What follows belongs to an exercise in optimizing a design on an open flow for small area and a short achievable clock period; a production flow would make more cautious choices. Only simulation tests tie the RTL to the original design; equivalence was not proved. Power is estimated from default activity; no workload was simulated.

==> flow/run.sh <==
#!/bin/bash
# synth_recipe.tcl (not shown) runs the flow's synth.tcl, then flattens the netlist and writes it again
# the make line also repeats each setting of config.mk as NAME=value (left out here)
make -C /OpenROAD-flow-scripts/flow DESIGN_CONFIG=/design/flow/config.mk WORK_HOME=/design/flow/orfs CLKGATE_MAP_FILE= SYNTH_SCRIPT=/design/flow/synth_recipe.tcl finish
==> flow/constraint.sdc <==
create_clock -name core_clock -period 5.5 [get_ports {clock}]
set_input_delay 1.1000 -clock core_clock [delete_from_list [all_inputs] [get_ports {clock}]]
set_output_delay 1.1000 -clock core_clock [all_outputs]
set_load 0.01 [all_outputs]
==> flow/config.mk <==
export PLATFORM = sky130hd
export DESIGN_NAME = yapp_rx_router
export DESIGN_NICKNAME = yapp_rx_router
export VERILOG_FILES = /design/flow/design.v
export SDC_FILE = /design/flow/constraint.sdc
export NUM_CORES = 4
export LEC_CHECK = 0
export CAP_MARGIN = 20
export CORE_MARGIN = 2
export CORE_UTILIZATION = 40
export PLACE_DENSITY = 0.6
export SLEW_MARGIN = 20
==> flow/design.v <==
package yapp_rx_pkg;
    localparam int DEF_DATA_W     = 8;
    localparam int DEF_ADDR_W     = 2;
    localparam int DEF_NUM_CH     = 3;
    localparam int DEF_FIFO_DEPTH = 64;
    localparam int MAX_LEN        = 2**(DEF_DATA_W - DEF_ADDR_W) - 1;
    localparam int PTR_W          = $clog2(DEF_FIFO_DEPTH) + 1;
    localparam logic [1:0] ST_IDLE    = 2'd0;
    localparam logic [1:0] ST_PAYLOAD = 2'd1;
    localparam logic [1:0] ST_PARITY  = 2'd2;
    localparam logic [1:0] ST_DISCARD = 2'd3;
    function automatic logic [31:0] hdr_addr(input logic [31:0] hdr, input int unsigned aw);
        hdr_addr = hdr & ((32'd1 << aw) - 32'd1);
    endfunction
    function automatic logic [31:0] hdr_len(input logic [31:0] hdr, input int unsigned aw);
        hdr_len = hdr >> aw;
    endfunction
endpackage
module yapp_commit_fifo #(
    parameter int DATA_W = 8,
    parameter int DEPTH  = 64
) (
    input  logic                          clock,
    input  logic                          reset,
    input  logic                          wr_en,
    input  logic [DATA_W-1:0]             wr_data,
    input  logic                          commit,
    input  logic                          rewind,
    input  logic                          rd_en,
    output logic [DATA_W-1:0]             rd_data,
    output logic                          vld,
    output logic [$clog2(DEPTH):0]        free_nxt
);
    localparam int AW = $clog2(DEPTH);
    localparam int PW = AW + 1;
    logic [DATA_W-1:0] mem [DEPTH];
    logic [PW-1:0]     wr_ptr, cm_ptr, rd_ptr, wr_nxt, rd_nxt;
    logic              rd_fire;
    assign vld     = rd_ptr != cm_ptr;
    assign rd_fire = rd_en && vld;
    assign rd_data = vld ? mem[rd_ptr[AW-1:0]] : '0;
    assign wr_nxt  = rewind ? cm_ptr : wr_ptr + PW'(wr_en);
    assign rd_nxt  = rd_ptr + PW'(rd_fire);
    assign free_nxt = PW'(DEPTH) - (wr_nxt - rd_nxt);
    always_ff @(posedge clock or negedge reset) begin
        if (!reset) begin
            wr_ptr <= '0;
            cm_ptr <= '0;
            rd_ptr <= '0;
        end else begin
            wr_ptr <= wr_nxt;
            rd_ptr <= rd_nxt;
            if (commit) cm_ptr <= wr_ptr;
        end
    end
    always_ff @(posedge clock) begin
        if (wr_en) mem[wr_ptr[AW-1:0]] <= wr_data;
    end
endmodule
module yapp_rx_router #(
    parameter int DATA_W     = yapp_rx_pkg::DEF_DATA_W,
    parameter int NUM_CH     = yapp_rx_pkg::DEF_NUM_CH,
    parameter int ADDR_W     = yapp_rx_pkg::DEF_ADDR_W,
    parameter int FIFO_DEPTH = yapp_rx_pkg::DEF_FIFO_DEPTH
) (
    input  logic                       clock,
    input  logic                       reset,
    input  logic [DATA_W-1:0]          in_data,
    input  logic                       in_data_vld,
    output logic                       in_suspend,
    output logic                       error,
    output logic [NUM_CH*DATA_W-1:0]   ch_data,
    output logic [NUM_CH-1:0]          ch_vld,
    input  logic [NUM_CH-1:0]          ch_rd,
    output logic [15:0]                drop_cnt
);
    localparam int LEN_W = DATA_W - ADDR_W;
    localparam int PW    = $clog2(FIFO_DEPTH) + 1;
    localparam logic [LEN_W:0] REM_ONE = (LEN_W+1)'(1);
    logic [1:0]        state, state_d;
    logic [DATA_W-1:0] acc, acc_d;
    logic [LEN_W:0]    rem, rem_d;
    logic [ADDR_W-1:0] tgt, tgt_d, wch;
    logic [31:0]       h_addr, h_len;
    logic              hdr_bad, wr_en, commit, rewind, drop, sus_d;
    logic [NUM_CH-1:0][DATA_W-1:0] rd_data;
    logic [NUM_CH-1:0][PW-1:0]     free_nxt;
    logic [NUM_CH-1:0]             full_nxt;
    assign h_addr  = yapp_rx_pkg::hdr_addr(32'(in_data), ADDR_W);
    assign h_len   = yapp_rx_pkg::hdr_len(32'(in_data), ADDR_W);
    assign hdr_bad = (h_addr >= 32'(NUM_CH)) || (h_len == 32'd0);
    assign wch     = (state == yapp_rx_pkg::ST_IDLE) ? h_addr[ADDR_W-1:0] : tgt;
    assign ch_data = rd_data;
    always_comb begin
        state_d = state;
        acc_d   = acc;
        rem_d   = rem;
        tgt_d   = tgt;
        wr_en   = 1'b0;
        commit  = 1'b0;
        rewind  = 1'b0;
        drop    = 1'b0;
        if (in_data_vld) begin
            case (state)
                yapp_rx_pkg::ST_IDLE: begin
                    if (hdr_bad) begin
                        drop    = 1'b1;
                        rem_d   = {1'b0, h_len[LEN_W-1:0]} + REM_ONE;
                        state_d = yapp_rx_pkg::ST_DISCARD;
                    end else begin
                        wr_en   = 1'b1;
                        acc_d   = in_data;
                        rem_d   = {1'b0, h_len[LEN_W-1:0]};
                        tgt_d   = h_addr[ADDR_W-1:0];
                        state_d = yapp_rx_pkg::ST_PAYLOAD;
                    end
                end
                yapp_rx_pkg::ST_PAYLOAD: begin
                    wr_en = 1'b1;
                    acc_d = acc ^ in_data;
                    rem_d = rem - REM_ONE;
                    if (rem == REM_ONE) state_d = yapp_rx_pkg::ST_PARITY;
                end
                yapp_rx_pkg::ST_PARITY: begin
                    if (in_data == acc) begin
                        commit = 1'b1;
                    end else begin
                        rewind = 1'b1;
                        drop   = 1'b1;
                    end
                    state_d = yapp_rx_pkg::ST_IDLE;
                end
                default: begin
                    rem_d = rem - REM_ONE;
                    if (rem == REM_ONE) state_d = yapp_rx_pkg::ST_IDLE;
                end
            endcase
        end
    end
    always_comb begin
        sus_d = 1'b0;
        if (state_d == yapp_rx_pkg::ST_PAYLOAD)   sus_d = full_nxt[tgt_d];
        else if (state_d == yapp_rx_pkg::ST_IDLE) sus_d = |full_nxt;
    end
    always_ff @(posedge clock or negedge reset) begin
        if (!reset) begin
            state      <= yapp_rx_pkg::ST_IDLE;
            acc        <= '0;
            rem        <= '0;
            tgt        <= '0;
            in_suspend <= 1'b0;
            error      <= 1'b0;
            drop_cnt   <= '0;
        end else begin
            state      <= state_d;
            acc        <= acc_d;
            rem        <= rem_d;
            tgt        <= tgt_d;
            in_suspend <= sus_d;
            error      <= drop;
            if (drop && drop_cnt != 16'hFFFF) drop_cnt <= drop_cnt + 16'd1;
        end
    end
    for (genvar c = 0; c < NUM_CH; c++) begin : g_ch
        yapp_commit_fifo #(.DATA_W(DATA_W), .DEPTH(FIFO_DEPTH)) u_fifo (
            .clock    (clock),
            .reset    (reset),
            .wr_en    (wr_en && (wch == ADDR_W'(c))),
            .wr_data  (in_data),
            .commit   (commit && (tgt == ADDR_W'(c))),
            .rewind   (rewind && (tgt == ADDR_W'(c))),
            .rd_en    (ch_rd[c]),
            .rd_data  (rd_data[c]),
            .vld      (ch_vld[c]),
            .free_nxt (free_nxt[c])
        );
        assign full_nxt[c] = (free_nxt[c] == '0);
    end
endmodule
==> flow_metrics.env <==
export IMPL_drtPass1Iterations=5
export IMPL_via_per_inst=5.52
export IMPL_postLayoutCellArea_um2=74200
export IMPL_preCtsSetupSlack_ns=0.113
export IMPL_yosysWarningCount=2
export IMPL_grt_pass1_vias=32100
export IMPL_worstMarginPinSlew_ns=1.07
export IMPL_ff2ff_path_depth=16
export IMPL_cts_root_buffer="clkbuf_16"
export IMPL_dieArea_um2=167000
export IMPL_syn_nets=3288
export IMPL_cts_buffers_inserted=164
export IMPL_netlist_instances=3221
export IMPL_yosys_cell_count_top_type="edfxtp_1"
export IMPL_drc=0
export IMPL_synth_fa_ha_area_frac=0.0104
export IMPL_placedCellCount=5378
export IMPL_fin_total_pwr_mw=36.2
export IMPL_synth_cell_types=66
export IMPL_grt_pass1_wl_um=222000
export IMPL_dr_first_iter_drc_count=3090
export IMPL_die_w_um=409
export IMPL_syn_to_final_growth_pct=13.1
export IMPL_cp_arrival_ns=4.06
export IMPL_synthXorXnorAreaFrac=0.0126
export IMPL_finalSetupViolations=0
export IMPL_final_nets=3438
export IMPL_syn_area_um2=65600
export IMPL_startpoint_type="register"
export IMPL_yosys_area_share_simple=0.0315
export IMPL_leakage_nw=23.8
export IMPL_drive_gt1_frac=0.231
export IMPL_io_pins=59
export IMPL_reg2reg_from="state[0]"
export IMPL_critPathRequiredTime_ns=4.40
export IMPL_cap_viol_max_count=0
export IMPL_synth_seq_area_share=0.741
export IMPL_dieHeight_um=409
export IMPL_yosysTopAreaCell="edfxtp_1"
export IMPL_dpl_cell_area_um2=69100
export IMPL_clk_pin_slew_worst_paths_ns=0.06
export IMPL_muxShareOfSynthArea=0.167
export IMPL_status="finished clean"
export IMPL_whs_ns=0.162
export IMPL_ys_ff_latch=1636
export IMPL_postRouteWirelength_um=150000
export IMPL_gp_congestion=0.830
export IMPL_synth_compound_area_frac=0.0224
export IMPL_final_max_slew_viol_count=0
export IMPL_clk_latency_ns=0.81
export IMPL_final_hold_viol_count=0
export IMPL_port_buffers=58
export IMPL_cts_tree="done"
export IMPL_worstPathMaxFanout=33
export IMPL_period_needed_ns=5.16
export IMPL_setup_slack_ns=0.338
export IMPL_final_core_util=0.455
export IMPL_cts_num_sinks=1636
export IMPL_ys_flop_type="edfxtp_1"
export IMPL_hpwl_um=90400
export IMPL_synth_top_family_by_area="multiplexers"
export IMPL_rr_endpoint="in_suspend"
export IMPL_overflow=0
export IMPL_finalNonFillerCells=5677
export IMPL_grt_util_all_layers=0.180
export IMPL_wl_per_cell_um=26.5
export IMPL_ys_async_sr_fraction=0.0611
export IMPL_core_area_um2=163000
export IMPL_ys_top_cells_by_count="1536 x edfxtp_1, 423 x mux4_2, 246 x nor2_1"
export IMPL_grt_max_degree=199
export IMPL_rsz0062_at_grt="false"
export IMPL_fin_skew_ns=0.0281
export IMPL_end_kind="primary output"
export IMPL_num_rows=148
export IMPL_fin_crit_sh=0.939
export IMPL_maxSlewHeadroom=0.284
export IMPL_power_density_nw_per_um2=488
export IMPL_synthTopCellsByArea="edfxtp_1 70%, mux4_2 15%, dfrtp_1 3.8%"
export IMPL_synth_top_area_share=0.703
export IMPL_fmax_mhz=194
export IMPL_worst_setup_path_type="register to primary output"
export IMPL_hp_class="input port to async pin"
export IMPL_synth_edf_count=1536
export IMPL_avgSynthCellArea_um2=20.4
export IMPL_clk_path_buf_depth=3
export IMPL_ctsHoldBuffers=0
export IMPL_setup_tns_ns=0
export IMPL_cts_htree_levels=4
export IMPL_dr_total_vias=31400
export IMPL_initial_utilization=0.403
export IMPL_ff2ff_setup_slack_ns=0.83
export IMPL_antenna_found_initial=6
export IMPL_ir_drop_mv=0.370
export IMPL_ant_nets=0
==> power by group <==
group          internal (mW)  switching, mW
clock                   5.95           4.70
sequential              13.9          0.517
combinational           5.33           5.80
==> how the worst max path moves through the flow <==
stage,start,end,slack (ns)
final,g_ch[2].u_fifo.rd_ptr[0],ch_data[19],0.34
after global routing,g_ch[2].u_fifo.rd_ptr[0],ch_data[19],0.17
after CTS,g_ch[1].u_fifo.rd_ptr[0],ch_data[8],0.04
after detailed placement,in_data[3],in_suspend,0.11
after global placement,in_data[3],in_suspend,0.14
after floorplan,in_data[2],in_suspend,0.41
==> flip-flops by register name, indices dropped and copies added (netlist names) <==
| register | flops |
|---|---|
| acc | 8 |
| drop_cnt | 16 |
| error | 1 |
| g_ch.u_fifo.cm_ptr | 21 |
| g_ch.u_fifo.mem | 1536 |
| g_ch.u_fifo.rd_ptr | 21 |
| g_ch.u_fifo.wr_ptr | 21 |
| in_suspend | 1 |
| rem | 7 |
| state | 2 |
| tgt | 2 |
==> cell families after synthesis <==
logic type               count (synthesis)
buffers and inverters                  226
XOR/XNOR                                91
AO/OA/AOI/OAI                          213
AND/OR/NAND/NOR                        455
flip-flops                            1636
multiplexers                           547
adder cells (fa/ha/maj)                 53
==> area by class of cell <==
cell class	count	area (um2)
diodes	1	2.50
repair buffers	156	1540
multi-input cells	1359	16000
inverters	54	203
clock buffers	218	4410
flip-flops and latches	1636	48700
clock inverters	78	677
well taps	2175	2720
fillers	13800	88700
==> repair_timing <==
| action | 4_1_cts | 5_1_grt |
|---|---|---|
| buffers inserted | 0 | 1 |
| resized for setup | 1 | 0 |
| setup endpoints to repair | 1 | 2 |
==> worst max-delay path, cell delays in order, from the launching register on <==
cell	delay, ns
dfrtp_4	0.61
buf_12	0.31
mux4_2	0.59
mux4_2	0.52
a22oi_1	0.47
a21oi_1	0.21
clkdlybuf4s50_1	0.53
==> layer usage <==
metal	global-route usage	routed length, um
met1	0.255	65300
met5	0	0
met4	0.0515	3570
met3	0.0307	8330
met2	0.287	73100
==> cells in the final DEF, fill, tap and decap left out, drive strengths merged, types with 12 or more instances in the layout <==
cell,n
nand2,70
nand3,37
o21ai,22
xnor2,54
and2,14
ha,50
nor2b,15
o221ai,32
mux4,432
nand3b,12
mux2,29
clkinv,65
mux2i,86
o22ai,17
clkdlybuf4s50,49
a22oi,35
dfrtp,100
clkbuf,220
inv,60
xor2,35
a21oi,67
edfxtp,1536
nor3,15
nor2,246
buf,105

## what the ideal ports hide
How much do the figures lean on ideal ports? The routed layout below was timed once more, with nothing changed but the port constraints.
Step 1 (the two cells are an assumption about what drives the block):
set clk [get_ports {clock}]
set_driving_cell -lib_cell sky130_fd_sc_hd__clkbuf_16 $clk
set_driving_cell -lib_cell sky130_fd_sc_hd__buf_2 [delete_from_list [all_inputs] $clk]
Step 2 moves the port delays by t, midway between the first and last clock arrival at a register: inputs arrive t later, outputs are due t later. That takes back most of the time a late clock gives input paths.
a / b / c = ideal / step 1 / step 2; a / b = the first two.
shift t [ns]: 0.867
slack for setup (ns): 0.338 / 0.264 / 0.046
hold WS [ns]: 0.162 / 0.122 / 0.498
clock arrival spread, ns: 0.034 / 0.034
worst slew at a driven data input, ns: 0.25
After both steps setup and hold are still met in this run. The setup slack of this run moves by -0.074 ns with the drivers and by -0.292 ns with both steps.
